Context: an optimization exercise on an open-source flow, tuned for small area, a short achievable clock period and few clock cycles per item. The choices shown serve that exercise and are no tape-out recipe.
At most, simulation tests tie the RTL to the original design; equivalence was not proved.
The RTL of runs 2 to 5 was laid out without a check of its function.
No activity file was given, so power comes from the tool's default toggle rates.

<file path="design/flow/run.sh">
#!/bin/bash
# synth_recipe.tcl (not shown) runs the flow's synth.tcl, then flattens the netlist and writes it again
# the make line also repeats each setting of config.mk as NAME=value (left out here)
make -C /OpenROAD-flow-scripts/flow DESIGN_CONFIG=/design/flow/config.mk WORK_HOME=/design/flow/orfs CLKGATE_MAP_FILE= SYNTH_SCRIPT=/design/flow/synth_recipe.tcl finish
</file>
<file path="design/flow/config.mk">
export PLATFORM = sky130hd
export DESIGN_NAME = lfu_cache_lru_tiebreak_top
export DESIGN_NICKNAME = lfu_cache_lru_tiebreak_top
export VERILOG_FILES = /design/flow/design.v
export SDC_FILE = /design/flow/constraint.sdc
export NUM_CORES = 4
export LEC_CHECK = 0
export CAP_MARGIN = 20
export CORE_MARGIN = 2
export CORE_UTILIZATION = 40
export PLACE_DENSITY = 0.6
export SLEW_MARGIN = 20
</file>
<file path="design/flow/constraint.sdc">
create_clock -name core_clock -period 6.0 [get_ports {clk}]
set_input_delay 1.2000 -clock core_clock [delete_from_list [all_inputs] [get_ports {clk}]]
set_output_delay 1.2000 -clock core_clock [all_outputs]
set_load 0.01 [all_outputs]
</file>
<file path="design/flow/design.v">
package lfulru_pkg;
  localparam int SLOTS  = 16;
  localparam int SLOT_W = (SLOTS > 1) ? $clog2(SLOTS) : 1;
  localparam int CNT_W  = $clog2(SLOTS + 1);
  localparam int KEY_W  = 32;
  localparam int DATA_W = 32;
  localparam int USES_W = 8;
  localparam int CAP_W  = 5;
  localparam logic FUNC_GET = 1'b0;
  localparam logic FUNC_PUT = 1'b1;
endpackage
module lfulru_engine (
  input  logic                             clk,
  input  logic                             rst,
  input  logic                             start,
  input  logic                             func,
  input  logic [lfulru_pkg::KEY_W-1:0]     lookup_key,
  input  logic [lfulru_pkg::DATA_W-1:0]    store_value,
  input  logic [lfulru_pkg::CNT_W-1:0]     cap_eff,
  output logic                             busy,
  output logic                             done,
  output logic                             hit,
  output logic [lfulru_pkg::DATA_W-1:0]    read_value
);
  localparam int N  = lfulru_pkg::SLOTS;
  localparam int UW = lfulru_pkg::USES_W;
  logic                          op_vld;
  logic                          op_func;
  logic [lfulru_pkg::KEY_W-1:0]  op_key;
  logic [lfulru_pkg::DATA_W-1:0] op_value;
  logic                          busy_q;
  logic [N-1:0]                  valid;
  logic [lfulru_pkg::KEY_W-1:0]  keys  [N];
  logic [lfulru_pkg::DATA_W-1:0] vals  [N];
  logic [UW-1:0]                 uses  [N];
  logic [N-1:0]                  ord   [N];    
  logic [lfulru_pkg::CNT_W-1:0]  entries;
  logic [N-1:0]                  match;
  logic                          hit_c;
  logic [UW-1:0]                 m_uses;
  logic [lfulru_pkg::DATA_W-1:0] m_data;
  logic [N-1:0]                  victim;
  logic [N-1:0]                  free_s;
  logic [N-1:0]                  tgt;
  logic [N-1:0]                  we;
  logic [N-1:0]                  lt;           
  logic [UW-1:0]                 u_new;
  logic                          cap_zero;
  logic                          at_cap;
  logic                          is_put;
  logic                          do_ins;
  logic                          do_use;
  assign busy     = busy_q;
  assign done     = op_vld;
  assign is_put   = (op_func == lfulru_pkg::FUNC_PUT);
  assign cap_zero = (cap_eff == '0);
  assign at_cap   = (entries >= cap_eff);
  always_comb begin
    for (int i = 0; i < N; i++) begin
      match[i] = valid[i] && (keys[i] == op_key);
    end
  end
  assign hit_c = |match;
  always_comb begin
    m_uses = '0;
    m_data = '0;
    for (int i = 0; i < N; i++) begin
      m_uses = m_uses | (uses[i] & {UW{match[i]}});
      m_data = m_data | (vals[i] & {lfulru_pkg::DATA_W{match[i]}});
    end
  end
  always_comb begin
    for (int i = 0; i < N; i++) begin
      victim[i] = valid[i];
      for (int j = 0; j < N; j++) begin
        if (j < i) begin
          victim[i] = victim[i] & (!ord[j][i] | !valid[j]);
        end else if (j > i) begin
          victim[i] = victim[i] & (ord[i][j] | !valid[j]);
        end
      end
    end
  end
  always_comb begin
    for (int i = 0; i < N; i++) begin
      free_s[i] = !valid[i];
      for (int j = 0; j < i; j++) begin
        free_s[i] = free_s[i] & valid[j];
      end
    end
  end
  assign do_ins = op_vld && is_put && !hit_c && !cap_zero;
  assign do_use = op_vld && (is_put ? !cap_zero : hit_c);
  always_comb begin
    if (hit_c) begin
      tgt = match;
    end else if (at_cap) begin
      tgt = victim;
    end else begin
      tgt = free_s;
    end
    we = tgt & {N{do_use}};
  end
  always_comb begin
    if (do_ins) begin
      u_new = UW'(1);
    end else if (m_uses == '1) begin
      u_new = m_uses;
    end else begin
      u_new = m_uses + UW'(1);
    end
  end
  always_comb begin
    for (int k = 0; k < N; k++) begin
      if (do_ins) begin
        lt[k] = (uses[k] > UW'(1));
      end else begin
        lt[k] = (uses[k] != '0) && (m_uses < (uses[k] - UW'(1)));
      end
    end
  end
  always_ff @(posedge clk) begin
    if (rst) begin
      op_vld  <= 1'b0;
      busy_q  <= 1'b1;
      valid   <= '0;
      entries <= '0;
    end else begin
      op_vld <= start && !busy_q;
      busy_q <= 1'b0;
      if (do_ins) begin
        valid <= valid | tgt;
        if (!at_cap) begin
          entries <= entries + lfulru_pkg::CNT_W'(1);
        end
      end
    end
  end
  always_ff @(posedge clk) begin
    op_func  <= func;
    op_key   <= lookup_key;
    op_value <= store_value;
  end
  always_ff @(posedge clk) begin
    for (int i = 0; i < N; i++) begin
      if (we[i]) begin
        uses[i] <= u_new;
        if (is_put) begin
          vals[i] <= op_value;
        end
        if (do_ins) begin
          keys[i] <= op_key;
        end
      end
      for (int j = i + 1; j < N; j++) begin
        if (we[i]) begin
          ord[i][j] <= lt[j];
        end else if (we[j]) begin
          ord[i][j] <= !lt[i];
        end
      end
    end
  end
  assign hit        = hit_c;
  assign read_value = is_put ? '0 : (m_data | {lfulru_pkg::DATA_W{!hit_c}});
endmodule
module lfu_cache_lru_tiebreak_top (
  input  logic                          clk,
  input  logic                          rst,
  input  logic                          start,
  output logic                          busy,
  input  logic                          func,
  input  logic signed [31:0]            lookup_key,
  input  logic signed [31:0]            store_value,
  output logic                          done,
  output logic                          hit,
  output logic signed [31:0]            read_value,
  input  logic                          capacity_we,
  input  logic [lfulru_pkg::CAP_W-1:0]  capacity_in_use
);
  logic [lfulru_pkg::CAP_W-1:0]   capacity;
  logic [lfulru_pkg::CNT_W-1:0]   cap_eff;
  logic [31:0]                    read_value_u;
  always_ff @(posedge clk) begin
    if (rst) begin
      capacity <= lfulru_pkg::CAP_W'(16);
    end else if (capacity_we) begin
      capacity <= capacity_in_use;
    end
  end
  always_comb begin
    if (32'(capacity) > 32'(lfulru_pkg::SLOTS)) begin
      cap_eff = lfulru_pkg::CNT_W'(lfulru_pkg::SLOTS);
    end else begin
      cap_eff = lfulru_pkg::CNT_W'(capacity);
    end
  end
  lfulru_engine u_engine (
    .clk         (clk),
    .rst         (rst),
    .start       (start),
    .func        (func),
    .lookup_key  (lookup_key),
    .store_value (store_value),
    .cap_eff     (cap_eff),
    .busy        (busy),
    .done        (done),
    .hit         (hit),
    .read_value  (read_value_u)
  );
  assign read_value = read_value_u;
endmodule
</file>
==> Implementation_results.wiki, run 1 <==
{| class="wikitable"
! Metric !! Value
|-
| ANT nets after route || 0
|-
| CTS buffer count || 147
|-
| Overall die width || 389 um
|-
| Count of clock tree sinks || 1365
|-
| Yosys Warn Count || 6
|-
| Finish-stage setup viols || 0
|-
| Final routed wire length divided by cell count || 30.1 um
|-
| Largest clock skew in the final design || 0.0812 ns
|-
| Standard cell with the maximum stage delay on the critical path || sky130_fd_sc_hd__clkdlybuf4s50_1
|-
| Hold slack || 0.427 ns
|-
| Buffer and inverter count on the worst path || 4
|-
| CP top delay family || simple AND/OR/NAND/NOR gates
|-
| Via count || 39500
|-
| Hold-critical path endpoint || u_engine.op_vld
|-
| Net count after synthesis || 4334
|-
| Htree depth || 4
|-
| Fraction of layout instances using a drive strength above 1 || 13.9%
|-
| Area of combinational cells with multiple inputs || 0.0179 mm2
|-
| Distinct cells, synth || 76
|-
| Count of buffers inserted at the top-level ports || 108
|-
| Filler Cells Inserted || 12700
|-
| Final instance area || 0.0704 mm2
|-
| Final min period || 5.88 ns
|-
| Cell count after placement || 6160
|-
| Proportion of synthesized chip area in sequential cells || 67.6%
|-
| CP Launch Type || flop
|-
| Cell area power density || 289 mW/mm2
|-
| VDD IR-drop max || 0.232 mV
|-
| Maximum Capacitance Violations || 0
|-
| Signal arrival time at the worst endpoint || 4.68 ns
|-
| Slew at the pin closest to its max-slew limit || 0.977 ns
|-
| Global route total overflow || 0
|-
| Fraction of the core area covered by cells at the end of the flow || 47.7%
|-
| Post-synth EDFFs || 1272
|-
| Placer's final routability congestion estimate || 0.987
|-
| Series of cell instances along the critical path || buf_12 > xnor2_1 > nand4_1 > nor3_1 > and3_2 > or4_1 > nor4_4 > buf_4 > buf_12 > nor2_1 > a31oi_2 > clkdlybuf4s50_1
|-
| Largest net degree at the start of global routing || 38
|-
| Die area || 0.151 mm2
|-
| Kind of critical path || flop to output pin
|-
| Number of hold-slack violations in the final timing report || 0
|-
| Number of antenna violations at the first check in global routing || 9
|-
| Die Height || 389 um
|-
| Outcome || timing/DRC/antenna clean
|-
| All-layer global routing usage || 25.4%
|-
| Total standard cell area after synthesis || 0.0593 mm2
|-
| Post-Place Cell Area || 0.0643 mm2
|-
| FF+latch count, synth || 1365
|-
| RSZ-0062 raised after global routing || false
|-
| Final sum of negative setup slack || 0 ns
|-
| Initial cell density of the core || 40.2%
|-
| Maximum clock frequency || 0.170 GHz
|-
| Length of the first detailed-routing pass in iterations || 8
|-
| Worst stage delay on the critical path || 0.61 ns
|-
| Clock transition at the registers of the reported paths || 0.06 ns
|-
| Final Max Slew Viols || 0
|-
| Critical path data required time || 4.80 ns
|-
| Count of pins on the block boundary || 109
|-
| Area taken by flip-flops and latches || 0.0402 mm2
|-
| Register-to-register setup slack || 0.59 ns
|-
| Async S/R FF share, synth || 0%
|-
| Avg Inst Size Synth || 14.4 um2
|-
| Insertion delay to the later sink of the worst-skew pair || 0.83 ns
|-
| Cts hold-fix bufs || 0
|-
| Number of placement rows || 141
|-
| Ratio of final minimum period to clock period || 98.1%
|-
| Final cell count without fillers || 6506
|-
| Endpoint type of the worst setup path || output pin
|-
| Top flip-flop cell by instance count after synthesis || sky130_fd_sc_hd__edfxtp_1
|-
| Synthesized netlist cell count || 4109
|-
| Cell depth of the worst hold path || 1
|-
| Final WL || 196000 um
|-
| Critical-path maximum fanout || 21
|-
| Via density per instance || 6.08
|-
| Global-route wire length before repair || 278000 um
|-
| Endpoint of the worst register-to-register path || u_engine.ord[8][9]
|-
| Total leakage power || 24.4 nW
|-
| Total Nets Final || 4678
|-
| CP dominant cell by count || sky130_fd_sc_hd__buf_12
|-
| RR Startpoint || u_engine.op_key[30]
|-
| Area overhead of the layout relative to synthesis || 18.8%
|-
| Path length in cells of the critical path || 12
|-
| Remaining design rule violation count || 0
|-
| Post-detail-place hpwl || 120000 um
|-
| Clock root buffer master || sky130_fd_sc_hd__clkbuf_16
|-
| Count of routing violations after the opening detailed-route iteration || 5384
|-
| Worst Reg2Reg Path Length in Cells || 15
|-
| Hold path startpoint || u_engine.busy_q
|-
| CTS tree || done
|-
| Number of buffers between clock root and the deepest sink || 3
|-
| Placeable core region || 0.147 mm2
|-
| Via count of the first global-routing pass || 37900
|-
| Min-Delay Path Class || flop to flop
|-
| Max_slew headroom || 34.3%
|}
[synthesized netlist by cell type (all sizes together), types with 6 or more instances]
cell type  count  area [um2]
edfxtp      1272       38200
xnor2        464        4060
nand2        199         749
nor2         153         574
ha           151        1890
a221oi       148        1300
a22o         130        1140
nand4        123         769
inv          121         457
a21oi        111         571
buf          111         733
clkbuf       109         409
dfxtp         93        1860
o21ai         86         442
xor2          80         701
a22oi         78         586
nor4          74         478
nand3         62         310
nor3          59         323
nand2b        57         357
a31oi         48         300
a21o          40         300
o22ai         36         225
a21boi        30         225
mux2i         25         250
o2111ai       25         219
or4           20         150
nor2b         19         119
and3          18         113
and4          16         140
nor4b         16         146
o221ai        14         123
a211oi        13         103
a2111oi       12         105
a211o          9        78.8
o21a           9        67.6
a221o          8        80.1
a2bb2oi        8        70.1
or3            7        48.8
mux2           6        67.6
o31ai          6        45.0
[layer usage]
metal  GRT usage, %  up-vias  part of all wire, %
li1               -    16600                    -
met1           37.0    20200                   42
met2           38.0     2328                   44
met3           5.27      384                   10
met4           8.03        6                  3.1
met5              0        -                0.018
[cells by family after synthesis]
kind of cell               after synthesis  share of synthesized area [%]
and+or+nand+nor                        836                           7.39
buffers and inverters                  346                           2.73
AOI/OAI and AO/OA                      836                           10.5
muxes                                   31                          0.536
xor gates and xnor gates               544                           8.04
adders and majority gates              151                           3.19
DFF                                   1365                           67.6
[state kept, by name, indices dropped and copies added (netlist names)]
| signal | flops |
|---|---|
| u_engine.op_key | 32 |
| u_engine.busy_q | 1 |
| u_engine.uses | 128 |
| u_engine.op_func | 1 |
| u_engine.op_vld | 1 |
| u_engine.entries | 5 |
| u_engine.keys | 512 |
| u_engine.vals | 512 |
| u_engine.valid | 16 |
| u_engine.op_value | 32 |
| capacity | 5 |
| u_engine.ord | 120 |
[stage by stage]
stage,power (mW),worst slack [ns]
after floorplan,11.0,0.0713
after global placement,11.3,0.465
after detailed placement,11.3,0.417
after CTS,20.5,0.000291
after global routing,20.9,0.00328
final,20.4,0.116
[cell type report]
| class | count | share of cell area (%) |
|---|---|---|
| flip-flops and latches | 1365 | 57.1 |
| multi-input cells | 2398 | 25.5 |
| repair buffers | 415 | 6.28 |
| clock buffers | 193 | 5.57 |
| well taps | 1930 | 3.43 |
| clock inverters | 78 | 1.48 |
| inverters | 126 | 0.681 |
| diodes | 1 | 0.00356 |
[cell usage in the layout (no fill, tap or decap), types with 78 or more instances in the layout]
cell	count
sky130_fd_sc_hd__a21oi_1	106
sky130_fd_sc_hd__a221oi_1	148
sky130_fd_sc_hd__a22o_1	130
sky130_fd_sc_hd__a22oi_1	78
sky130_fd_sc_hd__buf_4	228
sky130_fd_sc_hd__clkbuf_16	149
sky130_fd_sc_hd__clkdlybuf4s50_1	104
sky130_fd_sc_hd__edfxtp_1	1272
sky130_fd_sc_hd__ha_1	151
sky130_fd_sc_hd__inv_1	115
sky130_fd_sc_hd__nand2_1	197
sky130_fd_sc_hd__nand4_1	123
sky130_fd_sc_hd__nor2_1	126
sky130_fd_sc_hd__xnor2_1	464
sky130_fd_sc_hd__xor2_1	80
[worst max-delay path by stage]
stage	start	endpoint	slack, ns
after floorplan	u_engine.op_key[28]	u_engine.vals[3][0]	0.07
after global placement	u_engine.op_key[28]	u_engine.ord[0][11]	0.47
after detailed placement	u_engine.op_key[26]	u_engine.ord[0][11]	0.42
after CTS	u_engine.op_key[20]	read_value[26]	0.0003
after global routing	u_engine.op_key[20]	read_value[26]	0.003
final	u_engine.op_key[30]	read_value[20]	0.12
[what timing repair did]
action / in CTS / in global routing
gates resized for setup: 39 / 20
setup buffers: 41 / 25
pin swaps: 1 / 0
hold endpoints to repair: 0 / 0
setup endpoints to repair: 33 / 32
gates cloned: 7 / 2
[power breakdown]
part / internal [mW] / switching [mW] / total, mW
registers: 10.4 / 0.116 / 10.5
logic: 0.291 / 0.353 / 0.643
clock network: 5.22 / 3.99 / 9.21
total: 15.9 / 4.45 / 20.4
Testbench counts, summed over its fixed seeds: cycles 4,808, items 4,800.
==> run 2: changes to the inputs <==
--- a/design/flow/design.v
+++ b/design/flow/design.v
@@ -30,4 +30,9 @@
   logic [lfulru_pkg::DATA_W-1:0] op_value;
   logic                          busy_q;
+  logic [N-1:0]                  match_r;      
+  logic                          hit_p;        
+  logic                          done_r;
+  logic                          hit_r;
+  logic [lfulru_pkg::DATA_W-1:0] rdata_r;
   logic [N-1:0]                  valid;
   logic [lfulru_pkg::KEY_W-1:0]  keys  [N];
@@ -37,4 +42,6 @@
   logic [lfulru_pkg::CNT_W-1:0]  entries;
   logic [N-1:0]                  match;
+  logic [N-1:0]                  raw_match;
+  logic                          eq_prev;
   logic                          hit_c;
   logic [UW-1:0]                 m_uses;
@@ -52,5 +59,5 @@
   logic                          do_use;
   assign busy     = busy_q;
-  assign done     = op_vld;
+  assign done     = done_r;
   assign is_put   = (op_func == lfulru_pkg::FUNC_PUT);
   assign cap_zero = (cap_eff == '0);
@@ -58,14 +65,22 @@
   always_comb begin
     for (int i = 0; i < N; i++) begin
-      match[i] = valid[i] && (keys[i] == op_key);
-    end
-  end
-  assign hit_c = |match;
+      raw_match[i] = valid[i] && (keys[i] == lookup_key);
+    end
+  end
+  assign eq_prev = (lookup_key == op_key);
+  always_comb begin
+    if (eq_prev && do_ins) begin
+      match = tgt;
+    end else begin
+      match = raw_match & ~(tgt & {N{do_ins}});
+    end
+  end
+  assign hit_c = hit_p;
   always_comb begin
     m_uses = '0;
     m_data = '0;
     for (int i = 0; i < N; i++) begin
-      m_uses = m_uses | (uses[i] & {UW{match[i]}});
-      m_data = m_data | (vals[i] & {lfulru_pkg::DATA_W{match[i]}});
+      m_uses = m_uses | (uses[i] & {UW{match_r[i]}});
+      m_data = m_data | (vals[i] & {lfulru_pkg::DATA_W{match_r[i]}});
     end
   end
@@ -94,5 +109,5 @@
   always_comb begin
     if (hit_c) begin
-      tgt = match;
+      tgt = match_r;
     end else if (at_cap) begin
       tgt = victim;
@@ -113,9 +128,5 @@
   always_comb begin
     for (int k = 0; k < N; k++) begin
-      if (do_ins) begin
-        lt[k] = (uses[k] > UW'(1));
-      end else begin
-        lt[k] = (uses[k] != '0) && (m_uses < (uses[k] - UW'(1)));
-      end
+      lt[k] = (u_new < uses[k]);
     end
   end
@@ -123,4 +134,5 @@
     if (rst) begin
       op_vld  <= 1'b0;
+      done_r  <= 1'b0;
       busy_q  <= 1'b1;
       valid   <= '0;
@@ -128,4 +140,5 @@
     end else begin
       op_vld <= start && !busy_q;
+      done_r <= op_vld;
       busy_q <= 1'b0;
       if (do_ins) begin
@@ -141,4 +154,8 @@
     op_key   <= lookup_key;
     op_value <= store_value;
+    match_r  <= match;
+    hit_p    <= |match;
+    hit_r    <= hit_c;
+    rdata_r  <= is_put ? '0 : (m_data | {lfulru_pkg::DATA_W{!hit_c}});
   end
   always_ff @(posedge clk) begin
@@ -162,6 +179,6 @@
     end
   end
-  assign hit        = hit_c;
-  assign read_value = is_put ? '0 : (m_data | {lfulru_pkg::DATA_W{!hit_c}});
+  assign hit        = hit_r;
+  assign read_value = rdata_r;
 endmodule
 module lfu_cache_lru_tiebreak_top (
==> run 2 against run 1 <==
  * Largest cell class unchanged
  * Maximum frequency increased by 16%
  * Still clean on timing, DRC and antenna
  * Synthesized cell count decreased by 2.6%
  * Hold slack worse by 0.0048 ns
  * Non-clock buffer count decreased by 85
==> Implementation_results.wiki, run 2 <==
{| class="wikitable"
! Metric !! Value
|-
| Slew at the pin closest to its max-slew limit || 1.24 ns (+0.259 ns)
|-
| Cell area power density || 308 mW/mm2 (+6.3%)
|-
| Most frequent standard cell in the layout excluding fill and tap cells || sky130_fd_sc_hd__edfxtp_1
|-
| Overall die width || 386 um (-0.83%)
|-
| Largest net degree at the start of global routing || 56 (+47%)
|-
| Finish-stage setup viols || 0 (unchanged)
|-
| Postcts setup bufs || 0 (-100%)
|-
| Distinct cells, synth || 69 (-9.2%)
|-
| Number of hold-slack violations in the final timing report || 0 (unchanged)
|-
| Number of buffers between clock root and the deepest sink || 3 (unchanged)
|-
| Fraction of layout instances using a drive strength above 1 || 12.0% (-1.9 points)
|-
| Final Max Slew Viols || 0 (unchanged)
|-
| Die Height || 386 um (-0.83%)
|-
| Cts hold-fix bufs || 0 (unchanged)
|-
| Initial cell density of the core || 40.1% (-0.051 points)
|-
| Post-synth top cells || sky130_fd_sc_hd__edfxtp_1, sky130_fd_sc_hd__xnor2_1, sky130_fd_sc_hd__nand2_1, sky130_fd_sc_hd__a22oi_1, sky130_fd_sc_hd__nand4_1
|-
| CP top delay family || compound AO/OA/AOI/OAI gates
|-
| Global-route wire length before repair || 269000 um (-3.3%)
|-
| Final sum of negative setup slack || 0 ns (unchanged)
|-
| Count of pins on the block boundary || 109 (unchanged)
|-
| Maximum clock frequency || 0.197 GHz (+16%)
|-
| Final WL || 192000 um (-2.0%)
|-
| Library cell with the largest summed area after synthesis || sky130_fd_sc_hd__edfxtp_1
|-
| CTS buffer count || 149 (+1.4%)
|-
| Count of buffers inserted at the top-level ports || 108 (unchanged)
|-
| Standard cell with the maximum stage delay on the critical path || sky130_fd_sc_hd__dfxtp_2
|-
| Buffer and inverter count on the worst path || 2 (-2)
|-
| Antenna cells || 0 (-1)
|-
| Post-layout total power || 20.9 mW (+2.6%)
|-
| Critical-path maximum fanout || 23 (+9.5%)
|-
| Signal arrival time at the worst endpoint || 5.58 ns (+0.90 ns)
|-
| Total Nets Final || 4455 (-4.8%)
|-
| Final routed wire length divided by cell count || 30.5 um (+1.1%)
|-
| Min-Delay Path Class || flop to flop
|-
| Series of cell instances along the critical path || buf_4 > a221oi_2 > nand4_1 > and4_4 > nand2_1 > a21oi_2 > buf_4 > ha_1 > a21o_1 > a211oi_1 > nand2_1 > o21ai_0 > mux2i_1
|-
| Async S/R FF share, synth || 0% (unchanged)
|-
| Number of placement rows || 140 (-0.71%)
|-
| Endpoint type of the worst setup path || flop
|-
| Global route total overflow || 0 (unchanged)
|-
| Final min period || 5.07 ns (-0.810 ns)
|-
| Placeable core region || 0.145 mm2 (-1.5%)
|-
| Remaining design rule violation count || 0 (unchanged)
|-
| Length of the first detailed-routing pass in iterations || 6 (-2)
|-
| Top flip-flop cell by instance count after synthesis || sky130_fd_sc_hd__edfxtp_1
|-
| Critical path data required time || 6.51 ns (+1.71 ns)
|-
| Via count || 37400 (-5.4%)
|-
| FF+latch count, synth || 1416 (+3.7%)
|-
| Count of routing violations after the opening detailed-route iteration || 5109 (-5.1%)
|-
| Total leakage power || 24.0 nW (-1.6%)
|-
| ANT nets after route || 0 (unchanged)
|-
| Total standard cell area after synthesis || 0.0583 mm2 (-1.7%)
|-
| Clock root buffer master || sky130_fd_sc_hd__clkbuf_16
|-
| Post-synth EDFFs || 1272 (unchanged)
|-
| Die area || 0.149 mm2 (-1.6%)
|-
| Outcome || timing/DRC/antenna clean
|-
| Placer's final routability congestion estimate || 0.981 (-0.60%)
|-
| Largest registers ranked by flip-flop count || u_engine.keys (512), u_engine.vals (512), u_engine.uses (128)
|-
| Area taken by flip-flops and latches || 0.0411 mm2 (+2.3%)
|-
| Number of antenna violations at the first check in global routing || 6 (-3)
|-
| Largest clock skew in the final design || 0.0520 ns (-0.0292 ns)
|-
| Htree depth || 4 (unchanged)
|-
| Filler Cells Inserted || 12600 (-0.76%)
|-
| Kind of critical path || flop to flop
|-
| Net count after synthesis || 4194 (-3.2%)
|-
| Number of gates given a new drive strength after cts || 0 (-100%)
|-
| Most repeated cell in the gate-level netlist after synthesis || sky130_fd_sc_hd__edfxtp_1
|-
| Commonest cells after routing, fill and taps aside || sky130_fd_sc_hd__edfxtp_1, sky130_fd_sc_hd__xnor2_1, sky130_fd_sc_hd__nand2_1
|-
| Via count of the first global-routing pass || 35500 (-6.3%)
|-
| Yosys Warn Count || 6 (unchanged)
|-
| Area overhead of the layout relative to synthesis || 16.6%
|-
| Post-detail-place hpwl || 119000 um (-1.1%)
|-
| Count of clock tree sinks || 1416 (+3.7%)
|-
| VDD IR-drop max || 0.282 mV (+21%)
|-
| Insertion delay to the later sink of the worst-skew pair || 0.81 ns (-0.02 ns)
|-
| Via density per instance || 5.93 (-2.3%)
|-
| RSZ-0062 raised after global routing || false
|-
| Proportion of synthesized chip area in sequential cells || 70.5% (+2.9 points)
|-
| Share of Yosys cell area claimed by the top area cell type || 65.6% (+1.1 points)
|-
| Worst stage delay on the critical path || 0.86 ns (+0.25 ns)
|-
| Avg Inst Size Synth || 14.6 um2 (+0.99%)
|-
| Maximum Capacitance Violations || 0 (unchanged)
|-
| Synthesized netlist cell count || 4001 (-2.6%)
|-
| Ratio of final minimum period to clock period || 84.6% (-14 points)
|-
| CP Launch Type || flop
|-
| Max_slew headroom || 17.2% (-17 points)
|-
| Clock transition at the registers of the reported paths || 0.06 ns (about the same)
|-
| Synth top area cells || sky130_fd_sc_hd__edfxtp_1, sky130_fd_sc_hd__xnor2_1, sky130_fd_sc_hd__dfxtp_1, sky130_fd_sc_hd__a22oi_1, sky130_fd_sc_hd__ha_1
|-
| Area of combinational cells with multiple inputs || 0.0159 mm2 (-11%)
|-
| CTS tree || done
|-
| All-layer global routing usage || 25.6% (+0.15 points)
|}
[run 2: area by class of cell]
type                       count  share of cell area, %
multi-input combinational   2199                   23.5
inverter                     166                  0.917
clock buffer                 214                   6.17
timing repair buffer         330                   4.17
clock inverter                62                   1.25
tap                         1917                   3.53
sequential                  1416                   60.5
[run 2: cells by family (layout without fill, tap and decap cells)]
group	Yosys count	after routing	synth area share (%)
flops	1416	1416	70.5
fa+ha+maj	119	119	2.56
buf+inv	386	772	2.56
xor+xnor	553	553	8.32
mux	40	40	0.691
compound gates	705	705	8.58
simple gates	782	782	6.79
[run 2: through the flow]
step	instance area (um2)	util (%)	hold slack (ns)	worst slack, ns	cells
after floorplan	58300	-	0.369	1.27	4001
after global placement	62800	43.3	0.414	0.957	6024
after detailed placement	62800	43.3	0.415	0.936	6026
after CTS	67900	46.8	0.426	0.910	6302
after global routing	67900	46.8	0.457	0.616	6304
final	67900	46.8	0.422	0.926	6304
[run 2: final timing paths]
kind                                      startpoint                    to  slack (ns)  cells after the start
worst max-delay path            u_engine.match_r[10]  u_engine.ord[10][12]        0.93                     13
worst max register to register  u_engine.match_r[10]  u_engine.ord[10][12]        0.93                     13
worst min-delay path                 u_engine.busy_q       u_engine.op_vld        0.42                      1
worst min register to register       u_engine.busy_q       u_engine.op_vld        0.42                      1
[run 2: per-layer routing]
layer / up-vias / part of all wire (%) / track usage (%) / wire length (um)
li1: 15700 / - / - / -
met5: - / 0.0068 / 0 / 13
met4: 2 / 2.9 / 7.61 / 5530
met1: 19200 / 42 / 36.6 / 80700
met3: 325 / 10 / 5.58 / 19300
met2: 2148 / 45 / 38.9 / 86500
[run 2: power by group]
part	total (mW)	internal [mW]	switching, mW
Sequential	10.8	10.8	0.0683
Combinational	0.684	0.247	0.437
Clock	9.40	5.35	4.05
==> run 3: changes to the inputs <==
--- a/design/flow/config.mk
+++ b/design/flow/config.mk
@@ -6,7 +6,9 @@
 export NUM_CORES = 4
 export LEC_CHECK = 0
+export ABC_CLOCK_PERIOD_IN_PS = 3300
 export CAP_MARGIN = 20
 export CORE_MARGIN = 2
 export CORE_UTILIZATION = 40
 export PLACE_DENSITY = 0.6
+export SETUP_SLACK_MARGIN = 2.7
 export SLEW_MARGIN = 20
==> run 3 against run 2 <==
  * Critical path depth up 6
  * Largest power group unchanged
  * Clock-buffer cell count down 8
  * Area after synthesis unchanged
  * Final cell count up 3.0%
  * Synthesized cell count unchanged
  * Sequential share of layout area down 3.9 points
  * Still clean on timing, DRC and antenna
  * Flip-flop and latch count unchanged
  * Cell area up 7.0%
  * Clock power down 1%
  * Die area unchanged
==> Implementation_results.wiki, run 3 <==
{| class="wikitable"
! Metric !! Value
|-
| RSZ-0062 raised after global routing || true
|-
| Length of the first detailed-routing pass in iterations || 6 (unchanged)
|-
| Cell area power density || 286 mW/mm2 (-6.9%)
|-
| Post-detail-place hpwl || 118000 um (-0.36%)
|-
| Top flip-flop cell by instance count after synthesis || sky130_fd_sc_hd__edfxtp_1
|-
| Via count of the first global-routing pass || 37400 (+5.3%)
|-
| Largest net degree at the start of global routing || 36 (-36%)
|-
| Avg Inst Size Synth || 14.6 um2 (unchanged)
|-
| Placeable core region || 0.145 mm2 (unchanged)
|-
| Final min period || 4.01 ns (-1.06 ns)
|-
| Number of hold-slack violations in the final timing report || 0 (unchanged)
|-
| Final Max Slew Viols || 0 (unchanged)
|-
| Endpoint type of the worst setup path || flop
|-
| Initial cell density of the core || 40.1% (unchanged)
|-
| Total standard cell area after synthesis || 0.0583 mm2 (unchanged)
|-
| Finish-stage setup viols || 0 (unchanged)
|-
| Clock transition at the registers of the reported paths || 0.06 ns (about the same)
|-
| Signal arrival time at the worst endpoint || 4.65 ns (-0.93 ns)
|-
| Maximum Capacitance Violations || 0 (unchanged)
|-
| Final instance area || 0.0727 mm2 (+7.0%)
|-
| Share of Yosys cell area claimed by the top area cell type || 65.6% (unchanged)
|-
| Final setup margin || 1.99 ns (+1.06 ns)
|-
| Commonest cells after routing, fill and taps aside || sky130_fd_sc_hd__edfxtp_1, sky130_fd_sc_hd__xnor2_1, sky130_fd_sc_hd__buf_4
|-
| ANT nets after route || 0 (unchanged)
|-
| FF+latch count, synth || 1416 (unchanged)
|-
| CP Launch Type || flop
|-
| Async S/R FF share, synth || 0% (unchanged)
|-
| Die Height || 386 um (unchanged)
|-
| Count of pins on the block boundary || 109 (unchanged)
|-
| CTS buffer count || 150 (+0.67%)
|-
| Placer's final routability congestion estimate || 0.975 (-0.62%)
|-
| Worst Reg2Reg Path Length in Cells || 19 (+6)
|-
| Critical-path maximum fanout || 6 (-74%)
|-
| Htree depth || 4 (unchanged)
|-
| Most frequent standard cell in the layout excluding fill and tap cells || sky130_fd_sc_hd__edfxtp_1
|-
| Net count after synthesis || 4194 (unchanged)
|-
| Global-route wire length before repair || 283000 um (+5.1%)
|-
| Ratio of final minimum period to clock period || 66.8% (-18 points)
|-
| Worst Setup Slack post-DPL || 0.715 ns (-0.220 ns)
|-
| Number of antenna violations at the first check in global routing || 6 (unchanged)
|-
| Library cell with the largest summed area after synthesis || sky130_fd_sc_hd__edfxtp_1
|-
| Post-synth top cells || sky130_fd_sc_hd__edfxtp_1, sky130_fd_sc_hd__xnor2_1, sky130_fd_sc_hd__nand2_1, sky130_fd_sc_hd__a22oi_1, sky130_fd_sc_hd__nand4_1
|-
| All-layer global routing usage || 26.9% (+1.4 points)
|-
| Outcome || timing/DRC/antenna clean
|-
| Number of placement rows || 140 (unchanged)
|-
| Fraction of the core area covered by cells at the end of the flow || 50.0% (+3.3 points)
|-
| Largest clock skew in the final design || 0.0626 ns (+0.0106 ns)
|-
| Post-layout total power || 20.8 mW (-0.41%)
|-
| Most repeated cell in the gate-level netlist after synthesis || sky130_fd_sc_hd__edfxtp_1
|-
| Final WL || 205000 um (+6.9%)
|-
| Distinct cells, synth || 69 (unchanged)
|-
| Min-Delay Path Class || flop to flop
|-
| Total leakage power || 25.5 nW (+6.2%)
|-
| Die area || 0.149 mm2 (unchanged)
|-
| Filler Cells Inserted || 12200 (-3.3%)
|-
| Final routed wire length divided by cell count || 31.6 um (+3.9%)
|-
| Max_slew headroom || 31.1% (+14 points)
|-
| Post-synth EDFFs || 1272 (unchanged)
|-
| Fraction of layout instances using a drive strength above 1 || 22.3% (+10 points)
|-
| CTS tree || done
|-
| Overall die width || 386 um (unchanged)
|-
| Area overhead of the layout relative to synthesis || 24.7%
|-
| Cell depth of the worst hold path || 1 (unchanged)
|-
| Final sum of negative setup slack || 0 ns (unchanged)
|-
| Maximum clock frequency || 0.249 GHz (+27%)
|-
| Insertion delay to the later sink of the worst-skew pair || 0.83 ns (+0.02 ns)
|-
| Number of buffers between clock root and the deepest sink || 3 (unchanged)
|-
| Kind of critical path || flop to flop
|-
| Synth top area cells || sky130_fd_sc_hd__edfxtp_1, sky130_fd_sc_hd__xnor2_1, sky130_fd_sc_hd__dfxtp_1, sky130_fd_sc_hd__a22oi_1, sky130_fd_sc_hd__ha_1
|-
| Via density per instance || 6.06 (+2.1%)
|-
| Count of clock tree sinks || 1416 (unchanged)
|-
| Remaining design rule violation count || 0 (unchanged)
|-
| Via count || 39300 (+5.1%)
|-
| Count of buffers inserted at the top-level ports || 108 (unchanged)
|-
| Synthesized netlist cell count || 4001 (unchanged)
|-
| VDD IR-drop max || 0.220 mV (-22%)
|-
| Clock root buffer master || sky130_fd_sc_hd__clkbuf_16
|-
| Count of routing violations after the opening detailed-route iteration || 5893 (+15%)
|-
| Slew at the pin closest to its max-slew limit || 1.03 ns (-0.205 ns)
|-
| Critical path data required time || 6.64 ns (+0.13 ns)
|-
| Yosys Warn Count || 6 (unchanged)
|-
| Global route total overflow || 0 (unchanged)
|-
| Largest registers ranked by flip-flop count || u_engine.keys (512), u_engine.vals (512), u_engine.uses (128)
|-
| Proportion of synthesized chip area in sequential cells || 70.5% (unchanged)
|-
| Total Nets Final || 4635 (+4.0%)
|-
| Post-Place Cell Area || 0.0628 mm2 (about the same)
|}
run 3: cell types whose count changed in the layout (fill, tap and decap cells not counted), sizes merged, moves of 3 or more:
cell           before  now
buf               224  376
clkdlybuf4s50     106   79
clkdlybuf4s15       0   16
clkinv             47   63
clkinvlp            4   15
inv               168  158
dlygate4sd2         0    7
bufbuf              0    4
clkbuf            214  218
nor2              129  133
bufinv              9    6
o21a               11   14
run 3: path summary, 6_finish.rpt:
kind / start / end / slack, ns
min: u_engine.busy_q / u_engine.op_vld / 0.42
max reg2reg: u_engine.uses[6][0] / u_engine.ord[7][12] / 1.99
min reg2reg: u_engine.busy_q / u_engine.op_vld / 0.42
max: u_engine.uses[6][0] / u_engine.ord[7][12] / 1.99
run 3: timing repair:
item | CTS | global route
pin swaps | 93 | 70
setup endpoints to repair | 1262 | 804
hold buffers | 0 | 0
cloned | 23 | 12
setup buffers | 131 | 52
resized for setup | 440 | 151
run 3: critical path, stage by stage (launching register included):
cell,delay [ns]
sky130_fd_sc_hd__edfxtp_1,0.46
sky130_fd_sc_hd__a22oi_2,0.22
sky130_fd_sc_hd__nand2_2,0.11
sky130_fd_sc_hd__nor4_4,0.35
sky130_fd_sc_hd__inv_2,0.12
sky130_fd_sc_hd__ha_4,0.20
sky130_fd_sc_hd__and4_4,0.18
sky130_fd_sc_hd__nand2_8,0.12
sky130_fd_sc_hd__nor2_4,0.05
sky130_fd_sc_hd__a21oi_4,0.12
sky130_fd_sc_hd__nor2_4,0.08
sky130_fd_sc_hd__buf_4,0.19
sky130_fd_sc_hd__buf_6,0.11
sky130_fd_sc_hd__ha_4,0.20
sky130_fd_sc_hd__o21a_1,0.17
sky130_fd_sc_hd__o21a_1,0.18
sky130_fd_sc_hd__o21ai_2,0.17
sky130_fd_sc_hd__a31oi_4,0.10
sky130_fd_sc_hd__o41a_4,0.54
sky130_fd_sc_hd__o21ai_0,0.20
run 3: final cells by class:
| cell class | instances | area [um2] | area share (%) |
|---|---|---|---|
| Timing Repair inverter | 1 | 7.51 | 0.0103 |
| Inverter | 166 | 663 | 0.913 |
| Tap cell | 1917 | 2400 | 3.30 |
| Multi-Input combinational cell | 2211 | 18000 | 24.8 |
| Antenna cell | 2 | 5.00 | 0.00689 |
| Timing Repair Buffer | 496 | 5410 | 7.44 |
| Clock inverter | 75 | 826 | 1.14 |
| Sequential cell | 1416 | 41100 | 56.6 |
| Clock buffer | 206 | 4190 | 5.76 |
run 3: metal layers:
layer / GRT usage [%] / wire length [um] / vias up
met4: 10.1 / 8880 / 4
met5: 0 / 126 / -
met1: 37.8 / 81600 / 19800
met3: 7.11 / 25300 / 520
li1: - / - / 16100
met2: 40.0 / 89500 / 2797
run 3: per-stage QoR:
stage / instances / hold WS, ns
after floorplan: 4001 / 0.369
after detailed placement: 5989 / 0.424
after global placement: 5987 / 0.407
after CTS: 6424 / 0.436
final: 6490 / 0.424
after global routing: 6488 / 0.453
run 3: report_power, final:
group          switching [mW]  internal (mW)  leakage, nW
clock                    4.06           5.24         2.44
sequential             0.0851           10.7         12.4
combinational           0.434          0.251         10.6
run 3: cells by family (layout without fill, tap and decap cells):
| group | count (synthesis) | count (layout) | share of synthesized area [%] |
|---|---|---|---|
| flops | 1416 | 1416 | 70.5 |
| simple gates | 782 | 788 | 6.79 |
| compound gates | 705 | 711 | 8.58 |
| xor+xnor | 553 | 553 | 8.32 |
| buf+inv | 386 | 944 | 2.56 |
| fa+ha+maj | 119 | 119 | 2.56 |
| mux | 40 | 40 | 0.691 |
| other cells | 0 | 2 | 0 |
==> run 4: changes to the inputs <==
--- a/design/flow/design.v
+++ b/design/flow/design.v
@@ -32,4 +32,5 @@
   logic [N-1:0]                  match_r;      
   logic                          hit_p;        
+  logic [lfulru_pkg::USES_W-1:0] m_uses_r;     
   logic                          done_r;
   logic                          hit_r;
@@ -46,4 +47,5 @@
   logic                          hit_c;
   logic [UW-1:0]                 m_uses;
+  logic [UW-1:0]                 raw_uses;
   logic [lfulru_pkg::DATA_W-1:0] m_data;
   logic [N-1:0]                  victim;
@@ -78,11 +80,12 @@
   assign hit_c = hit_p;
   always_comb begin
-    m_uses = '0;
-    m_data = '0;
-    for (int i = 0; i < N; i++) begin
-      m_uses = m_uses | (uses[i] & {UW{match_r[i]}});
-      m_data = m_data | (vals[i] & {lfulru_pkg::DATA_W{match_r[i]}});
-    end
-  end
+    raw_uses = '0;
+    m_data   = '0;
+    for (int i = 0; i < N; i++) begin
+      raw_uses = raw_uses | (uses[i] & {UW{raw_match[i]}});
+      m_data   = m_data | (vals[i] & {lfulru_pkg::DATA_W{match_r[i]}});
+    end
+  end
+  assign m_uses = m_uses_r;
   always_comb begin
     for (int i = 0; i < N; i++) begin
@@ -156,4 +159,5 @@
     match_r  <= match;
     hit_p    <= |match;
+    m_uses_r <= (eq_prev && do_use) ? u_new : raw_uses;
     hit_r    <= hit_c;
     rdata_r  <= is_put ? '0 : (m_data | {lfulru_pkg::DATA_W{!hit_c}});
==> run 4 against run 3 <==
  * Routed wire length is 4.1% higher
  * Cell area is 3.7% higher
  * Flip-flop and latch count is 8 higher
  * Synthesized cell count is 1.4% higher
  * Clock power is 5.2% higher
  * First-iteration DRC count is 1.3% higher
  * Still clean
  * Non-clock buffer count is 159 higher
  * Area after synthesis is 0.65% higher
==> Implementation_results.wiki, run 4 <==
{| class="wikitable"
! Metric !! Value
|-
| Initial cell density of the core || 40.3% (+0.16 points)
|-
| Placeable core region || 0.146 mm2 (+0.24%)
|-
| Number of antenna violations at the first check in global routing || 6 (unchanged)
|-
| Largest clock skew in the final design || 0.0796 ns (+0.0170 ns)
|-
| Distinct cells, synth || 75 (+8.7%)
|-
| Commonest cells after routing, fill and taps aside || sky130_fd_sc_hd__edfxtp_1, sky130_fd_sc_hd__xor2_1, sky130_fd_sc_hd__buf_4
|-
| Kind of critical path || flop to flop
|-
| Series of cell instances along the critical path || or4_4 > o2111a_2 > buf_12 > buf_12 > nor2_4 > buf_12 > buf_12 > buf_8 > buf_6 > ha_4 > a21o_1 > a21o_1 > a21oi_2 > o21ai_4 > nor2_4 > a21oi_2
|-
| Endpoint type of the worst setup path || flop
|-
| Placer's final routability congestion estimate || 0.985 (+1.1%)
|-
| Count of clock tree sinks || 1424 (+0.56%)
|-
| Area overhead of the layout relative to synthesis || 28.5%
|-
| Insertion delay to the later sink of the worst-skew pair || 0.84 ns (about the same)
|-
| Post-Place Cell Area || 0.0633 mm2 (+0.78%)
|-
| Library cell with the largest summed area after synthesis || sky130_fd_sc_hd__edfxtp_1
|-
| Total leakage power || 27.0 nW (+5.8%)
|-
| Number of placement rows || 140 (unchanged)
|-
| Final sum of negative setup slack || 0 ns (unchanged)
|-
| Count of pins on the block boundary || 109 (unchanged)
|-
| FF+latch count, synth || 1424 (+0.56%)
|-
| Number of hold-slack violations in the final timing report || 0 (unchanged)
|-
| Final Max Slew Viols || 0 (unchanged)
|-
| Post-synth EDFFs || 1272 (unchanged)
|-
| Buffer and inverter count on the worst path || 6 (+3)
|-
| Filler Cells Inserted || 11900 (-2.0%)
|-
| Via count || 40200 (+2.2%)
|-
| Clock root buffer master || sky130_fd_sc_hd__clkbuf_16
|-
| Count of routing violations after the opening detailed-route iteration || 5970 (+1.3%)
|-
| RSZ-0062 raised after global routing || true
|-
| Fraction of layout instances using a drive strength above 1 || 26.0% (+3.7 points)
|-
| Proportion of synthesized chip area in sequential cells || 70.3% (-0.18 points)
|-
| Remaining design rule violation count || 0 (unchanged)
|-
| Overall die width || 387 um (+0.32%)
|-
| Total Nets Final || 4840 (+4.4%)
|-
| Clock transition at the registers of the reported paths || 0.06 ns (about the same)
|-
| Maximum Capacitance Violations || 0 (unchanged)
|-
| Length of the first detailed-routing pass in iterations || 9 (+3)
|-
| Htree depth || 4 (unchanged)
|-
| Max_slew headroom || 16.1% (-15 points)
|-
| Largest registers ranked by flip-flop count || u_engine.keys (512), u_engine.vals (512), u_engine.uses (128)
|-
| All-layer global routing usage || 27.2% (+0.33 points)
|-
| Final min period || 3.60 ns (-0.414 ns)
|-
| Ratio of final minimum period to clock period || 59.9% (-6.9 points)
|-
| Critical path data required time || 6.55 ns (-0.09 ns)
|-
| Final WL || 214000 um (+4.1%)
|-
| Standard cell with the maximum stage delay on the critical path || sky130_fd_sc_hd__or4_4
|-
| Hold slack || 0.433 ns (+0.00880 ns)
|-
| Global-route wire length before repair || 290000 um (+2.7%)
|-
| Via count of the first global-routing pass || 38200 (+2.0%)
|-
| Slew at the pin closest to its max-slew limit || 1.26 ns (+0.225 ns)
|-
| Count of buffers inserted at the top-level ports || 108 (unchanged)
|-
| Largest net degree at the start of global routing || 48 (+33%)
|-
| Cell area power density || 284 mW/mm2 (-0.89%)
|-
| Share of Yosys cell area claimed by the top area cell type || 65.1% (-0.43 points)
|-
| Finish-stage setup viols || 0 (unchanged)
|-
| Final instance area || 0.0753 mm2 (+3.7%)
|-
| Most repeated cell in the gate-level netlist after synthesis || sky130_fd_sc_hd__edfxtp_1
|-
| Path length in cells of the critical path || 16 (-3)
|-
| Die area || 0.150 mm2 (+0.65%)
|-
| Synth top area cells || sky130_fd_sc_hd__edfxtp_1, sky130_fd_sc_hd__dfxtp_1, sky130_fd_sc_hd__xor2_1, sky130_fd_sc_hd__xnor2_1, sky130_fd_sc_hd__a22oi_1
|-
| Most frequent standard cell in the layout excluding fill and tap cells || sky130_fd_sc_hd__edfxtp_1
|-
| CP top delay family || compound AO/OA/AOI/OAI gates
|-
| CP dominant cell by count || sky130_fd_sc_hd__buf_12
|-
| Top flip-flop cell by instance count after synthesis || sky130_fd_sc_hd__edfxtp_1
|-
| Outcome || timing/DRC/antenna clean
|-
| Area taken by flip-flops and latches || 0.0413 mm2 (+0.38%)
|-
| Maximum clock frequency || 0.278 GHz (+12%)
|-
| Number of buffers between clock root and the deepest sink || 3 (unchanged)
|-
| Net count after synthesis || 4250 (+1.3%)
|-
| Post-detail-place hpwl || 122000 um (+2.8%)
|-
| Min-Delay Path Class || flop to flop
|-
| Avg Inst Size Synth || 14.5 um2 (-0.74%)
|-
| Die Height || 387 um (+0.32%)
|-
| Worst stage delay on the critical path || 0.54 ns (about the same)
|-
| CTS tree || done
|-
| Async S/R FF share, synth || 0% (unchanged)
|-
| Cell depth of the worst hold path || 0 (-1)
|-
| ANT nets after route || 0 (unchanged)
|-
| CTS buffer count || 152 (+1.3%)
|-
| Area of combinational cells with multiple inputs || 0.0183 mm2 (+1.7%)
|-
| CP Launch Type || flop
|-
| VDD IR-drop max || 0.266 mV (+21%)
|-
| Critical-path maximum fanout || 5 (-1)
|-
| Final routed wire length divided by cell count || 31.9 um (+0.85%)
|-
| Synthesized netlist cell count || 4057 (+1.4%)
|-
| Worst Reg2Reg Path Length in Cells || 16 (-3)
|-
| Total standard cell area after synthesis || 0.0587 mm2 (+0.65%)
|-
| Global route total overflow || 0 (unchanged)
|-
| Post-synth top cells || sky130_fd_sc_hd__edfxtp_1, sky130_fd_sc_hd__xor2_1, sky130_fd_sc_hd__nand2_1, sky130_fd_sc_hd__a22oi_1, sky130_fd_sc_hd__xnor2_1
|-
| Yosys Warn Count || 6 (unchanged)
|-
| Signal arrival time at the worst endpoint || 4.14 ns (-0.51 ns)
|-
| Via density per instance || 6.00 (-0.98%)
|}
## run 4: changes by cell type after synthesis, moves of 30 or more
cell,previous run,this run
sky130_fd_sc_hd__buf_2,21,54
sky130_fd_sc_hd__xor2_1,91,325
sky130_fd_sc_hd__nand4_1,169,107
sky130_fd_sc_hd__nand2b_1,26,73
sky130_fd_sc_hd__o2111ai_1,8,38
sky130_fd_sc_hd__xnor2_1,461,209
## run 4: kinds of logic (layout without fill, tap and decap cells)
kind of cell,count (synthesis),after routing,share of synthesized area [%]
AND/OR/NAND/NOR,816,823,7.08
multiplexers,20,20,0.343
AO/OA/AOI/OAI,737,739,8.77
adder cells (fa/ha/maj),119,119,2.54
flip-flops,1424,1424,70.3
XOR/XNOR,534,534,7.97
buffers and inverters,407,1118,2.98
other,0,3,0
## run 4: final timing paths
kind | start | slack, ns | endpoint
hold reg to reg | u_engine.op_key[1] | 0.43 | u_engine.keys[4][1]
hold / removal | u_engine.op_key[1] | 0.43 | u_engine.keys[4][1]
setup / recovery | capacity[3] | 2.40 | u_engine.ord[6][10]
setup reg to reg | capacity[3] | 2.40 | u_engine.ord[6][10]
## run 4: per-stage QoR
| stage | instances | utilization (%) | power [mW] | setup slack [ns] |
|---|---|---|---|---|
| floorplan | 4057 | - | 11.4 | 2.37 |
| global placement | 6066 | 43.5 | 11.7 | 0.870 |
| detailed placement | 6066 | 43.5 | 11.7 | 0.797 |
| CTS | 6575 | 50.3 | 21.4 | 2.44 |
| global route | 6695 | 51.8 | 21.9 | 2.35 |
| finish | 6697 | 51.8 | 21.4 | 2.40 |
## run 4: where the power goes
group / total [mW] / leakage (nW) / internal [mW] / switching [mW]
Sequential: 10.9 / 12.4 / 10.8 / 0.0828
Combinational: 0.724 / 12.0 / 0.276 / 0.448
Clock: 9.78 / 2.55 / 5.65 / 4.14
Total: 21.4 / 27.0 / 16.7 / 4.67
## run 4: final cells by class
cell class	count	area share, %
Inverter	179	0.947
Clock inverter	95	1.62
Tap cell	1917	3.18
Antenna cell	3	0.00996
Clock buffer	189	5.41
Sequential cell	1424	54.8
Multi-Input combinational cell	2235	24.3
Timing Repair Buffer	655	9.67
## run 4: layer usage
layer	share of wire (%)	vias to the layer above	wire, um	global-route usage [%]
li1	-	16600	-	-
met2	46	2816	98100	42.9
met5	0	-	0	0
met3	11	475	24100	5.76
met4	4.3	0	9160	10.0
met1	39	20300	82300	37.1
## run 4: repair_timing
item,4_1_cts,5_1_grt
pin swaps,101,98
endpoints found under the setup margin,1418,880
setup buffers,202,94
gates cloned,23,25
hold buffers,0,0
gates resized for setup,548,216
==> run 5: changes to the inputs <==
--- a/design/flow/config.mk
+++ b/design/flow/config.mk
@@ -6,9 +6,9 @@
 export NUM_CORES = 4
 export LEC_CHECK = 0
-export ABC_CLOCK_PERIOD_IN_PS = 3300
+export ABC_CLOCK_PERIOD_IN_PS = 2800
 export CAP_MARGIN = 20
 export CORE_MARGIN = 2
 export CORE_UTILIZATION = 40
 export PLACE_DENSITY = 0.6
-export SETUP_SLACK_MARGIN = 2.7
+export SETUP_SLACK_MARGIN = 3.2
 export SLEW_MARGIN = 20
==> run 5 against run 4 <==
  * Still clean
  * Global-route usage rose by 2.1 points
  * Clock power fell by 3.2%
  * Die area did not move
  * Sequential power barely moved
  * Synthesized cell count did not move
  * Hold slack got worse by 0.023 ns
  * Cell area rose by 8.4%
  * Clock-buffer cell count rose by 14
  * Maximum frequency fell by 1.6%
==> Implementation_results.wiki, run 5 <==
{| class="wikitable"
! Metric !! Value
|-
| Placeable core region || 0.146 mm2 (unchanged)
|-
| Outcome || timing/DRC/antenna clean
|-
| Global-route wire length before repair || 309000 um (+6.4%)
|-
| Post-synth top cells || sky130_fd_sc_hd__edfxtp_1, sky130_fd_sc_hd__xor2_1, sky130_fd_sc_hd__nand2_1, sky130_fd_sc_hd__a22oi_1, sky130_fd_sc_hd__xnor2_1
|-
| Final Max Slew Viols || 0 (unchanged)
|-
| Async S/R FF share, synth || 0% (unchanged)
|-
| Htree depth || 4 (unchanged)
|-
| Fraction of layout instances using a drive strength above 1 || 32.4% (+6.4 points)
|-
| Signal arrival time at the worst endpoint || 4.25 ns (+0.11 ns)
|-
| CTS tree || done
|-
| Number of placement rows || 140 (unchanged)
|-
| CP top delay family || compound AO/OA/AOI/OAI gates
|-
| Critical-path maximum fanout || 10 (+5)
|-
| Maximum clock frequency || 0.274 GHz (-1.6%)
|-
| Synthesized netlist cell count || 4057 (unchanged)
|-
| Synth top area cells || sky130_fd_sc_hd__edfxtp_1, sky130_fd_sc_hd__dfxtp_1, sky130_fd_sc_hd__xor2_1, sky130_fd_sc_hd__xnor2_1, sky130_fd_sc_hd__a22oi_1
|-
| Die area || 0.150 mm2 (unchanged)
|-
| CTS buffer count || 150 (-1.3%)
|-
| Min-Delay Path Class || flop to flop
|-
| Final sum of negative setup slack || 0 ns (unchanged)
|-
| Total standard cell area after synthesis || 0.0587 mm2 (unchanged)
|-
| Largest net degree at the start of global routing || 51 (+6.3%)
|-
| Area overhead of the layout relative to synthesis || 39.3%
|-
| CP Launch Type || flop
|-
| Length of the first detailed-routing pass in iterations || 9 (unchanged)
|-
| Slew at the pin closest to its max-slew limit || 0.770 ns (-0.487 ns)
|-
| Most frequent standard cell in the layout excluding fill and tap cells || sky130_fd_sc_hd__edfxtp_1
|-
| Post-Place Cell Area || 0.0635 mm2 (+0.34%)
|-
| Number of antenna violations at the first check in global routing || 8 (+2)
|-
| ANT nets after route || 0 (unchanged)
|-
| Net count after synthesis || 4250 (unchanged)
|-
| Via density per instance || 6.22 (+3.6%)
|-
| Final instance area || 0.0817 mm2 (+8.4%)
|-
| Clock root buffer master || sky130_fd_sc_hd__clkbuf_16
|-
| Top flip-flop cell by instance count after synthesis || sky130_fd_sc_hd__edfxtp_1
|-
| Remaining design rule violation count || 0 (unchanged)
|-
| Count of clock tree sinks || 1424 (unchanged)
|-
| Number of hold-slack violations in the final timing report || 0 (unchanged)
|-
| CP startpoint || capacity[0]
|-
| RSZ-0062 raised after global routing || true
|-
| Critical path data required time || 6.59 ns (+0.04 ns)
|-
| Cell area power density || 260 mW/mm2 (-8.5%)
|-
| Finish-stage setup viols || 0 (unchanged)
|-
| Kind of critical path || flop to flop
|-
| Post-layout total power || 21.2 mW (-0.77%)
|-
| Via count of the first global-routing pass || 39700 (+4.1%)
|-
| RR Startpoint || capacity[0]
|-
| Series of cell instances along the critical path || or4_4 > o2111a_2 > a211oi_4 > buf_4 > buf_6 > buf_4 > ha_1 > o21ai_1 > a21oi_1 > o31ai_2 > buf_4 > nor3b_4 > buf_12 > a21oi_1
|-
| Hold path startpoint || u_engine.busy_q
|-
| Worst stage delay on the critical path || 0.57 ns (+0.03 ns)
|-
| Final min period || 3.65 ns (+0.0593 ns)
|-
| Ratio of final minimum period to clock period || 60.9% (+0.99 points)
|-
| Buffer and inverter count on the worst path || 5 (-1)
|-
| Avg Inst Size Synth || 14.5 um2 (unchanged)
|-
| Max_slew headroom || 48.7% (+33 points)
|-
| CP dominant cell by count || sky130_fd_sc_hd__buf_4
|-
| Yosys Warn Count || 6 (unchanged)
|-
| Count of pins on the block boundary || 109 (unchanged)
|-
| Initial cell density of the core || 40.3% (unchanged)
|-
| Proportion of synthesized chip area in sequential cells || 70.3% (unchanged)
|-
| Final WL || 239000 um (+12%)
|-
| Largest clock skew in the final design || 0.0976 ns (+0.0180 ns)
|-
| Clock transition at the registers of the reported paths || 0.06 ns (about the same)
|-
| Die Height || 387 um (unchanged)
|-
| Number of buffers between clock root and the deepest sink || 3 (unchanged)
|-
| Largest registers ranked by flip-flop count || u_engine.keys (512), u_engine.vals (512), u_engine.uses (128)
|-
| Count of buffers inserted at the top-level ports || 108 (unchanged)
|-
| Standard cell with the maximum stage delay on the critical path || sky130_fd_sc_hd__or4_4
|-
| Total leakage power || 29.7 nW (+10%)
|-
| Maximum Capacitance Violations || 0 (unchanged)
|-
| Via count || 43000 (+7.0%)
|-
| Library cell with the largest summed area after synthesis || sky130_fd_sc_hd__edfxtp_1
|-
| Global route total overflow || 0 (unchanged)
|-
| All-layer global routing usage || 29.3% (+2.1 points)
|-
| Distinct cells, synth || 75 (unchanged)
|-
| Post-detail-place hpwl || 120000 um (-1.3%)
|-
| Endpoint type of the worst setup path || flop
|-
| Count of routing violations after the opening detailed-route iteration || 7239 (+21%)
|-
| Post-synth EDFFs || 1272 (unchanged)
|-
| Share of Yosys cell area claimed by the top area cell type || 65.1% (unchanged)
|-
| Overall die width || 387 um (unchanged)
|-
| VDD IR-drop max || 0.283 mV (+6.4%)
|-
| Final routed wire length divided by cell count || 34.5 um (+8.2%)
|-
| Total Nets Final || 5062 (+4.6%)
|-
| Filler Cells Inserted || 11000 (-7.6%)
|-
| Commonest cells after routing, fill and taps aside || sky130_fd_sc_hd__edfxtp_1, sky130_fd_sc_hd__xor2_1, sky130_fd_sc_hd__buf_4
|-
| FF+latch count, synth || 1424 (unchanged)
|-
| Placer's final routability congestion estimate || 0.963 (-2.3%)
|-
| Insertion delay to the later sink of the worst-skew pair || 0.86 ns (+0.02 ns)
|-
| Most repeated cell in the gate-level netlist after synthesis || sky130_fd_sc_hd__edfxtp_1
|}
[run 5: cell counts after synthesis]
Identical to the previous run, type by type.
[run 5: area by class of cell]
type                       count  area [um2]  share of cell area, %
antenna                        3        7.51                0.00919
inverter                     179         832                   1.02
tap                         1917        2400                   2.94
clock buffer                 203        4070                   4.99
clock inverter                75         950                   1.16
sequential                  1424       41300                   50.6
multi-input combinational   2233       19400                   23.8
timing repair buffer         881       12700                   15.5
[run 5: routing by layer]
| layer | track usage, % | part of all wire [%] | wire length (um) | vias up |
|---|---|---|---|---|
| met5 | 0 | 0.010 | 24 | - |
| met4 | 12.6 | 5.6 | 13300 | 4 |
| met3 | 7.79 | 14 | 34000 | 802 |
| met2 | 42.8 | 42 | 101000 | 3479 |
| met1 | 41.3 | 38 | 90000 | 21600 |
| li1 | - | - | - | 17100 |
[run 5: through the flow]
| stage | setup slack (ns) | instances | hold slack [ns] | util, % |
|---|---|---|---|---|
| 2_1_floorplan | 2.47 | 4057 | 0.387 | - |
| 3_3_place_gp | 0.789 | 6050 | 0.407 | 43.6 |
| 3_5_place_dp | 0.813 | 6051 | 0.413 | 43.6 |
| 4_1_cts | 2.57 | 6748 | 0.418 | 53.2 |
| 5_1_grt | 2.31 | 6912 | 0.433 | 56.1 |
| 6_report | 2.35 | 6915 | 0.410 | 56.1 |
[run 5: power by group]
group | switching, mW | leakage, nW | total [mW] | internal (mW)
sequential | 0.0795 | 12.4 | 10.9 | 10.8
combinational | 0.519 | 14.9 | 0.872 | 0.353
clock | 4.18 | 2.42 | 9.47 | 5.29
[run 5: path summary, 6_finish.rpt]
path	slack, ns	cells past startpoint	endpoint
worst min-delay path	0.41	1	u_engine.op_vld
worst max-delay path	2.35	14	u_engine.ord[5][10]
worst max register to register	2.35	14	u_engine.ord[5][10]
worst min register to register	0.41	1	u_engine.op_vld
[run 5: what timing repair did]
action / in CTS / in global routing
hold buffers: 0 / 0
buffers inserted: 333 / 121
gates resized for setup: 1021 / 463
pin swaps: 163 / 161
endpoints found under the setup margin: 1483 / 1327
cloned: 86 / 43
[run 5: kinds of logic (layout without fill, tap and decap cells)]
kind of cell | Yosys count | count (layout) | share of synthesized area (%)
AO/OA/AOI/OAI | 737 | 738 | 8.77
XOR/XNOR | 534 | 534 | 7.97
adder cells (fa/ha/maj) | 119 | 119 | 2.54
buffers and inverters | 407 | 1338 | 2.98
flip-flops | 1424 | 1424 | 70.3
multiplexers | 20 | 20 | 0.343
other | 0 | 3 | 0
AND/OR/NAND/NOR | 816 | 822 | 7.08
==> run 6: changes to the inputs <==
--- a/design/flow/design.v
+++ b/design/flow/design.v
@@ -31,6 +31,4 @@
   logic                          busy_q;
   logic [N-1:0]                  match_r;      
-  logic                          hit_p;        
-  logic [lfulru_pkg::USES_W-1:0] m_uses_r;     
   logic                          done_r;
   logic                          hit_r;
@@ -47,5 +45,4 @@
   logic                          hit_c;
   logic [UW-1:0]                 m_uses;
-  logic [UW-1:0]                 raw_uses;
   logic [lfulru_pkg::DATA_W-1:0] m_data;
   logic [N-1:0]                  victim;
@@ -78,14 +75,13 @@
     end
   end
-  assign hit_c = hit_p;
-  always_comb begin
-    raw_uses = '0;
-    m_data   = '0;
-    for (int i = 0; i < N; i++) begin
-      raw_uses = raw_uses | (uses[i] & {UW{raw_match[i]}});
-      m_data   = m_data | (vals[i] & {lfulru_pkg::DATA_W{match_r[i]}});
-    end
-  end
-  assign m_uses = m_uses_r;
+  assign hit_c = |match_r;
+  always_comb begin
+    m_uses = '0;
+    m_data = '0;
+    for (int i = 0; i < N; i++) begin
+      m_uses = m_uses | (uses[i] & {UW{match_r[i]}});
+      m_data = m_data | (vals[i] & {lfulru_pkg::DATA_W{match_r[i]}});
+    end
+  end
   always_comb begin
     for (int i = 0; i < N; i++) begin
@@ -131,5 +127,9 @@
   always_comb begin
     for (int k = 0; k < N; k++) begin
-      lt[k] = (u_new < uses[k]);
+      if (do_ins) begin
+        lt[k] = (uses[k] > UW'(1));
+      end else begin
+        lt[k] = (uses[k] != '0) && (m_uses < (uses[k] - UW'(1)));
+      end
     end
   end
@@ -158,6 +158,4 @@
     op_value <= store_value;
     match_r  <= match;
-    hit_p    <= |match;
-    m_uses_r <= (eq_prev && do_use) ? u_new : raw_uses;
     hit_r    <= hit_c;
     rdata_r  <= is_put ? '0 : (m_data | {lfulru_pkg::DATA_W{!hit_c}});
--- a/design/flow/config.mk
+++ b/design/flow/config.mk
@@ -6,9 +6,7 @@
 export NUM_CORES = 4
 export LEC_CHECK = 0
-export ABC_CLOCK_PERIOD_IN_PS = 2800
 export CAP_MARGIN = 20
 export CORE_MARGIN = 2
 export CORE_UTILIZATION = 40
 export PLACE_DENSITY = 0.6
-export SETUP_SLACK_MARGIN = 3.2
 export SLEW_MARGIN = 20
==> run 6 against run 5 <==
  * Still clean on timing, DRC and antenna
  * Synthesized cell count up 4.6%
  * Combinational power down 27%
  * Register-to-register slack worse by 1.1 ns
  * Utilization down 9.7 points
  * Largest power group unchanged
==> Implementation_results.wiki, run 6 <==
{| class="wikitable"
! Metric !! Value
|-
| Commonest cells after routing, fill and taps aside || sky130_fd_sc_hd__edfxtp_1, sky130_fd_sc_hd__xnor2_1, sky130_fd_sc_hd__xor2_1
|-
| Proportion of synthesized chip area in sequential cells || 67.1% (-3.2 points)
|-
| Insertion delay to the later sink of the worst-skew pair || 0.82 ns (-0.04 ns)
|-
| Cell depth of the worst hold path || 1 (unchanged)
|-
| Critical-path maximum fanout || 31 (+21)
|-
| Final routed wire length divided by cell count || 30.5 um (-12%)
|-
| Overall die width || 395 um (+2.1%)
|-
| Standard cell with the maximum stage delay on the critical path || sky130_fd_sc_hd__mux2i_1
|-
| Max_slew headroom || 20.3% (-28 points)
|-
| Outcome || timing/DRC/antenna clean
|-
| Length of the first detailed-routing pass in iterations || 6 (-3)
|-
| Avg Inst Size Synth || 14.4 um2 (-0.33%)
|-
| ANT nets after route || 0 (unchanged)
|-
| Count of pins on the block boundary || 109 (unchanged)
|-
| Register-to-register setup slack || 1.29 ns (-1.06 ns)
|-
| Yosys Warn Count || 6 (unchanged)
|-
| Largest net degree at the start of global routing || 37 (-27%)
|-
| Fraction of power consumed by combinational cells || 3.0% (-1.1 points)
|-
| Number of gates given a new drive strength after cts || 0 (-100%)
|-
| Worst Setup Slack post-DPL || 1.06 ns (+0.244 ns)
|-
| Post-synth top cells || sky130_fd_sc_hd__edfxtp_1, sky130_fd_sc_hd__xnor2_1, sky130_fd_sc_hd__xor2_1, sky130_fd_sc_hd__a22oi_1, sky130_fd_sc_hd__nand2_1
|-
| Cts hold-fix bufs || 0 (unchanged)
|-
| Endpoint type of the worst setup path || flop
|-
| Initial cell density of the core || 40.3% (about the same)
|-
| Count of routing violations after the opening detailed-route iteration || 5079 (-30%)
|-
| Number of buffers between clock root and the deepest sink || 3 (unchanged)
|-
| Sw Ratio || 21.8% (-0.73 points)
|-
| Total leakage power || 25.1 nW (-15%)
|-
| FF+latch count, synth || 1415 (-0.63%)
|-
| Die Height || 395 um (+2.1%)
|-
| Most frequent standard cell in the layout excluding fill and tap cells || sky130_fd_sc_hd__edfxtp_1
|-
| Final sum of negative setup slack || 0 ns (unchanged)
|-
| Placeable core region || 0.152 mm2 (+4.4%)
|-
| Share of Yosys cell area claimed by the top area cell type || 62.5% (-2.7 points)
|-
| RSZ-0062 raised after global routing || false
|-
| Reported net switching power || 4.54 mW (-5.0%)
|-
| Series of cell instances along the critical path || inv_1 > o2111ai_1 > or4_1 > mux2i_1 > a22oi_2 > buf_4 > nor2_4 > buf_4
|-
| Cell area power density || 296 mW/mm2 (+14%)
|-
| Min-Delay Path Class || flop to flop
|-
| Largest clock skew in the final design || 0.0382 ns (-0.0594 ns)
|-
| Htree depth || 4 (unchanged)
|-
| Area overhead of the layout relative to synthesis || 15.2%
|-
| Worst Reg2Reg Path Length in Cells || 8 (-6)
|-
| Final WL || 201000 um (-16%)
|-
| Remaining design rule violation count || 0 (unchanged)
|-
| Postcts setup bufs || 0 (-100%)
|-
| Hold slack || 0.416 ns (+0.00678 ns)
|-
| Die area || 0.156 mm2 (+4.2%)
|-
| CP dominant cell by count || sky130_fd_sc_hd__buf_4
|}
-- run 6: routing by layer --
layer | share of wire, % | routed length [um] | track usage (%) | vias up
li1 | - | - | - | 16700
met1 | 43 | 85700 | 36.0 | 20200
met2 | 45 | 90200 | 38.6 | 2168
met3 | 9.5 | 19100 | 5.23 | 366
met4 | 3.1 | 6240 | 8.42 | 6
met5 | 0.023 | 46 | 0 | -
-- run 6: critical path, delay by kind of cell (launching register included) --
family | cells | cell delay [ns]
AND/OR/NAND/NOR | 2 | 1.32
buffers and inverters | 3 | 1.20
multiplexers | 1 | 0.76
flip-flops | 1 | 0.66
AO/OA/AOI/OAI | 2 | 0.41
-- run 6: cells by family after synthesis --
family	share of synthesized area (%)
AND/OR/NAND/NOR	7.27
AO/OA/AOI/OAI	8.65
adder cells (fa/ha/maj)	3.09
XOR/XNOR	9.20
buffers and inverters	2.26
flip-flops	67.1
multiplexers	2.39
-- run 6: final cells by class --
type	instances	area, um2	share of cell area [%]
clock buffers	203	4130	5.86
clock inverters	75	873	1.24
diodes	2	5.00	0.00711
inverters	96	363	0.515
well taps	2030	2540	3.61
multi-input cells	2489	19000	27.0
repair buffers	286	2440	3.46
flip-flops and latches	1415	41100	58.3
-- run 6: worst max path at each step --
stage	end
after floorplan	u_engine.vals[5][0]
after global routing	u_engine.vals[1][28]
after global placement	u_engine.match_r[0]
final	u_engine.vals[1][30]
after detailed placement	u_engine.match_r[15]
after CTS	u_engine.vals[1][30]
-- run 6: per-stage QoR --
stage,std cells,instance area (um2),util (%)
2_1_floorplan,4244,61100,-
3_3_place_gp,6315,65400,43.0
3_5_place_dp,6316,65400,43.1
4_1_cts,6594,70400,46.4
5_1_grt,6594,70400,46.4
6_report,6596,70400,46.4
-- run 6: power by group through the flow --
stage          clock network (mW)  logic, mW  registers [mW]
2_1_floorplan                   0      0.282            11.0
3_3_place_gp                    0      0.624            11.0
3_5_place_dp                    0      0.624            11.0
4_1_cts                      9.49      0.627            10.8
5_1_grt                      9.86      0.658            10.8
6_report                     9.37      0.633            10.8
Testbench counts of run 6, summed over its fixed seeds: cycles 4,816, items 4,800.
